What follows belongs to an exercise in optimizing a design on an open flow for small area; a production flow would make more cautious choices. Function was checked by simulation only, so behaviour that the tests miss may differ from the original. Power and IR drop assume default switching activity.

Setup of run C:
==> module port_ingress_buffer, before the edit <==
module port_ingress_buffer #(
  parameter  int DATA_WIDTH = 128,
  parameter  int PORT_NUB   = 16,
  parameter  int PORT_ID    = 3,
  parameter  int FIFO_DEPTH = 8,
  localparam int PW         = $clog2(PORT_NUB),
  localparam int CW         = $clog2(FIFO_DEPTH) + 1,
  localparam int WIDTH_PORT = 2*PW + DATA_WIDTH
) (
  input  logic                         clk,
  input  logic                         rst_n,
  input  logic                         in_valid,
  output logic                         in_ready,
  input  logic [PW-1:0]                in_rx_port,
  input  logic [DATA_WIDTH-1:0]        in_data,
  input  logic                         slot_start,
  input  logic                         grant,
  output logic [WIDTH_PORT-1:0]        port_out,
  output logic                         req_valid,
  output logic [CW-1:0]                fifo_count,
  output logic                         drop_err,
  output logic [7:0]                   stall_cnt
);
  localparam int                    PTRW  = CW - 1;
  localparam int                    EW    = PW + DATA_WIDTH;
  localparam logic [PW-1:0]         MY_ID = PW'(PORT_ID);
  logic [EW-1:0]         r_mem [FIFO_DEPTH];
  logic [PTRW-1:0]       r_wr_ptr;
  logic [PTRW-1:0]       r_rd_ptr;
  logic [FIFO_DEPTH-1:0] r_sel;        
  logic [CW-1:0]         r_count;
  logic                  r_drop_err;
  logic                  r_req_valid;
  logic [7:0]            r_stall;
  logic                  w_in_ready;
  logic                  w_push;
  logic                  w_loopback;
  logic                  w_store;
  logic                  w_pop;
  logic                  w_offer;
  logic [PTRW-1:0]       w_rd_nxt;
  logic [EW-1:0]         w_head;
  assign w_in_ready = !r_count[CW-1] && rst_n;
  assign w_push     = in_valid && w_in_ready;
  assign w_loopback = (in_rx_port == MY_ID);
  assign w_store    = w_push && !w_loopback;
  assign w_pop      = r_req_valid && grant;
  assign w_offer    = slot_start && (r_req_valid ? (grant && (r_count > CW'(1)))
                                                 : (r_count != '0));
  localparam int NWQ = 4;
  localparam int WQW = (EW + NWQ - 1) / NWQ;
  logic [EW-1:0] w_wdata;
  logic [1:0]    w_we_hi;
  logic [3:0]    w_we_lo;
  assign w_wdata = {in_rx_port, in_data};
  assign w_we_hi = {w_store && r_wr_ptr[2], w_store && !r_wr_ptr[2]};
  for (genvar j = 0; j < 4; j++) begin : g_lo
    assign w_we_lo[j] = (r_wr_ptr[1:0] == 2'(j));
  end
  for (genvar i = 0; i < FIFO_DEPTH; i++) begin : g_wr
    for (genvar q = 0; q < NWQ; q++) begin : g_q
      localparam int LO = q * WQW;
      localparam int HI = ((q + 1) * WQW < EW) ? (q + 1) * WQW - 1 : EW - 1;
      logic w_we;
      pib_and2 u_en (.a(w_we_hi[i / 4]), .b(w_we_lo[i % 4]), .y(w_we));
      always_ff @(posedge clk) begin
        if (w_we) r_mem[i][HI:LO] <= w_wdata[HI:LO];
      end
    end
  end
  always_ff @(posedge clk) begin
    if (!rst_n) begin
      r_wr_ptr    <= '0;
      r_rd_ptr    <= '0;
      r_sel       <= '0;
      r_count     <= '0;
      r_drop_err  <= 1'b0;
      r_req_valid <= 1'b0;
      r_stall     <= 8'd0;
    end else begin
      if (w_store) r_wr_ptr <= r_wr_ptr + 1'b1;
      r_rd_ptr   <= w_rd_nxt;
      r_count    <= r_count + CW'(w_store) - CW'(w_pop);
      r_drop_err <= w_push && w_loopback;
      if (!r_req_valid || grant) begin
        r_req_valid <= w_offer;
        for (int i = 0; i < FIFO_DEPTH; i++)
          r_sel[i] <= w_offer && (w_rd_nxt == PTRW'(i));
      end
      if (w_pop)
        r_stall <= 8'd0;
      else if (r_req_valid && slot_start && (r_stall != 8'hFF))
        r_stall <= r_stall + 8'd1;
    end
  end
  assign w_rd_nxt = r_rd_ptr + PTRW'(w_pop);
  logic [EW-1:0] w_g0_n, w_g1_n;
  for (genvar b = 0; b < EW; b++) begin : g_rd
    pib_aoi222 u_g0 (.a0(r_mem[0][b]), .s0(r_sel[0]), .a1(r_mem[1][b]), .s1(r_sel[1]),
                     .a2(r_mem[2][b]), .s2(r_sel[2]), .y(w_g0_n[b]));
    pib_aoi222 u_g1 (.a0(r_mem[3][b]), .s0(r_sel[3]), .a1(r_mem[4][b]), .s1(r_sel[4]),
                     .a2(r_mem[5][b]), .s2(r_sel[5]), .y(w_g1_n[b]));
    pib_rd_tail u_t (.g0_n(w_g0_n[b]), .g1_n(w_g1_n[b]), .a0(r_mem[6][b]), .s0(r_sel[6]),
                     .a1(r_mem[7][b]), .s1(r_sel[7]), .y(w_head[b]));
  end
  assign in_ready   = w_in_ready;
  assign port_out   = {w_head[EW-1:DATA_WIDTH] | (MY_ID & {PW{!r_req_valid}}),
                       MY_ID, w_head[DATA_WIDTH-1:0]};
  assign req_valid  = r_req_valid;
  assign fifo_count = r_count;
  assign drop_err   = r_drop_err;
  assign stall_cnt  = r_stall;
endmodule
==> module pib_and2, before the edit <==
module pib_and2 (
  input  logic a, b,
  output logic y
);
  assign y = a & b;
endmodule
export LEC_CHECK = 0
export CAP_MARGIN = 20
export CORE_MARGIN = 2
export CORE_UTILIZATION = 65
export CTS_BUF_LIST = sky130_fd_sc_hd__clkbuf_8
export CTS_CLUSTER_DIAMETER = 60
export CTS_CLUSTER_SIZE = 18
export SLEW_MARGIN = 20
export SYNTH_HIERARCHICAL = 1
export SYNTH_MINIMUM_KEEP_SIZE = 0
create_clock -name core_clock -period 4.0 [get_ports {clk}]
standard.sh (not shown) runs the stock make flow with config.mk's settings and CLKGATE_MAP_FILE= SYNTH_SCRIPT=/design/flow/synth_recipe.tcl, a recipe that flattens the netlist after the stock synthesis.
==> flow/flow/run.sh <==
#!/bin/bash
# Standard ORFS layout (the standard.sh, standard synthesis unchanged), with
# every input and output port buffered by a minimum-size buffer cell instead
# of the cell buffer_ports picks by default.
set -euo pipefail
export BUFFER_PORTS_ARGS="-buffer_cell sky130_fd_sc_hd__buf_1"
bash standard.sh > standard.log 2>&1
Modified inputs, run E compared to run C
diff --git a/flow/design.v b/flow/design.v
--- a/flow/design.v
+++ b/flow/design.v
@@ -23,80 +23,62 @@
 );
   localparam int                    PTRW  = CW - 1;
   localparam int                    EW    = PW + DATA_WIDTH;
   localparam logic [PW-1:0]         MY_ID = PW'(PORT_ID);
   logic [EW-1:0]         r_mem [FIFO_DEPTH];
   logic [PTRW-1:0]       r_wr_ptr;
-  logic [PTRW-1:0]       r_rd_ptr;
+  logic [FIFO_DEPTH-1:0] r_rd_oh;      
   logic [FIFO_DEPTH-1:0] r_sel;        
   logic [CW-1:0]         r_count;
   logic                  r_drop_err;
   logic                  r_req_valid;
   logic [7:0]            r_stall;
   logic                  w_in_ready;
   logic                  w_push;
   logic                  w_loopback;
   logic                  w_store;
   logic                  w_pop;
   logic                  w_offer;
-  logic [PTRW-1:0]       w_rd_nxt;
+  logic [FIFO_DEPTH-1:0] w_rd_oh_nxt;
   logic [EW-1:0]         w_head;
   assign w_in_ready = !r_count[CW-1] && rst_n;
   assign w_push     = in_valid && w_in_ready;
   assign w_loopback = (in_rx_port == MY_ID);
   assign w_store    = w_push && !w_loopback;
   assign w_pop      = r_req_valid && grant;
   assign w_offer    = slot_start && (r_req_valid ? (grant && (r_count > CW'(1)))
                                                  : (r_count != '0));
-  localparam int NWQ = 4;
-  localparam int WQW = (EW + NWQ - 1) / NWQ;
-  logic [EW-1:0] w_wdata;
-  logic [1:0]    w_we_hi;
-  logic [3:0]    w_we_lo;
-  assign w_wdata = {in_rx_port, in_data};
-  assign w_we_hi = {w_store && r_wr_ptr[2], w_store && !r_wr_ptr[2]};
-  for (genvar j = 0; j < 4; j++) begin : g_lo
-    assign w_we_lo[j] = (r_wr_ptr[1:0] == 2'(j));
-  end
-  for (genvar i = 0; i < FIFO_DEPTH; i++) begin : g_wr
-    for (genvar q = 0; q < NWQ; q++) begin : g_q
-      localparam int LO = q * WQW;
-      localparam int HI = ((q + 1) * WQW < EW) ? (q + 1) * WQW - 1 : EW - 1;
-      logic w_we;
-      pib_and2 u_en (.a(w_we_hi[i / 4]), .b(w_we_lo[i % 4]), .y(w_we));
-      always_ff @(posedge clk) begin
-        if (w_we) r_mem[i][HI:LO] <= w_wdata[HI:LO];
-      end
-    end
+  always_ff @(posedge clk) begin
+    for (int i = 0; i < FIFO_DEPTH; i++)
+      if (w_store && (r_wr_ptr == PTRW'(i))) r_mem[i] <= {in_rx_port, in_data};
   end
   always_ff @(posedge clk) begin
     if (!rst_n) begin
       r_wr_ptr    <= '0;
-      r_rd_ptr    <= '0;
+      r_rd_oh     <= FIFO_DEPTH'(1);
       r_sel       <= '0;
       r_count     <= '0;
       r_drop_err  <= 1'b0;
       r_req_valid <= 1'b0;
       r_stall     <= 8'd0;
     end else begin
       if (w_store) r_wr_ptr <= r_wr_ptr + 1'b1;
-      r_rd_ptr   <= w_rd_nxt;
+      r_rd_oh    <= w_rd_oh_nxt;
       r_count    <= r_count + CW'(w_store) - CW'(w_pop);
       r_drop_err <= w_push && w_loopback;
       if (!r_req_valid || grant) begin
         r_req_valid <= w_offer;
-        for (int i = 0; i < FIFO_DEPTH; i++)
-          r_sel[i] <= w_offer && (w_rd_nxt == PTRW'(i));
+        r_sel       <= w_offer ? w_rd_oh_nxt : '0;
       end
       if (w_pop)
         r_stall <= 8'd0;
       else if (r_req_valid && slot_start && (r_stall != 8'hFF))
         r_stall <= r_stall + 8'd1;
     end
   end
-  assign w_rd_nxt = r_rd_ptr + PTRW'(w_pop);
+  assign w_rd_oh_nxt = w_pop ? {r_rd_oh[FIFO_DEPTH-2:0], r_rd_oh[FIFO_DEPTH-1]} : r_rd_oh;
   logic [EW-1:0] w_g0_n, w_g1_n;
   for (genvar b = 0; b < EW; b++) begin : g_rd
     pib_aoi222 u_g0 (.a0(r_mem[0][b]), .s0(r_sel[0]), .a1(r_mem[1][b]), .s1(r_sel[1]),
                      .a2(r_mem[2][b]), .s2(r_sel[2]), .y(w_g0_n[b]));
     pib_aoi222 u_g1 (.a0(r_mem[3][b]), .s0(r_sel[3]), .a1(r_mem[4][b]), .s1(r_sel[4]),
                      .a2(r_mem[5][b]), .s2(r_sel[5]), .y(w_g1_n[b]));
@@ -120,12 +102,6 @@
 module pib_rd_tail (
   input  logic g0_n, g1_n, a0, s0, a1, s1,
   output logic y
 );
   assign y = ~(g0_n & g1_n & ~((a0 & s0) | (a1 & s1)));
 endmodule
-module pib_and2 (
-  input  logic a, b,
-  output logic y
-);
-  assign y = a & b;
-endmodule
[summary]
Utilization: higher on run E. Looking at sequential standard cell area, run E sits 0.31% higher than run C does. Area fraction of clock buffers and clock inverters: run C vs run E, no meaningful difference. Run E consumes more power than run C does. On number of non-clock buffers in the layout: between run C and run E, it ends up higher for run E. Run E: worst setup slack is 0.058 ns lower than what run C reported.

==> what the ideal ports hide <==
The flow's constraints put no driver on any port. The routed layouts listed below were extracted and timed again, unchanged, in two steps. Step 1 assumes that a clkbuf_16 drives the clock port and a buf_2 every other input. Step 2 moves the port delays by t, midway between the first and last clock arrival at a register: inputs arrive t later, outputs are due t later. That takes back most of the time a late clock gives input paths. a / b / c = ideal ports / drivers / drivers and shift; a / b = the first two.
| run | shift t [ns] | setup WS [ns] | hold slack, ns | worst register clock-pin slew, ns | pins driven straight from the clock port |
|---|---|---|---|---|---|
| run C | 0.728 | 0.580 / 0.519 / 0.874 | 0.379 / 0.399 / 0.553 | 0.12 / 0.12 | 1 |
| run E | 0.726 | 0.522 / 0.459 / 0.748 | 0.458 / 0.429 / 0.538 | 0.11 / 0.11 | 1 |
After both steps setup and hold are still met in every run listed.
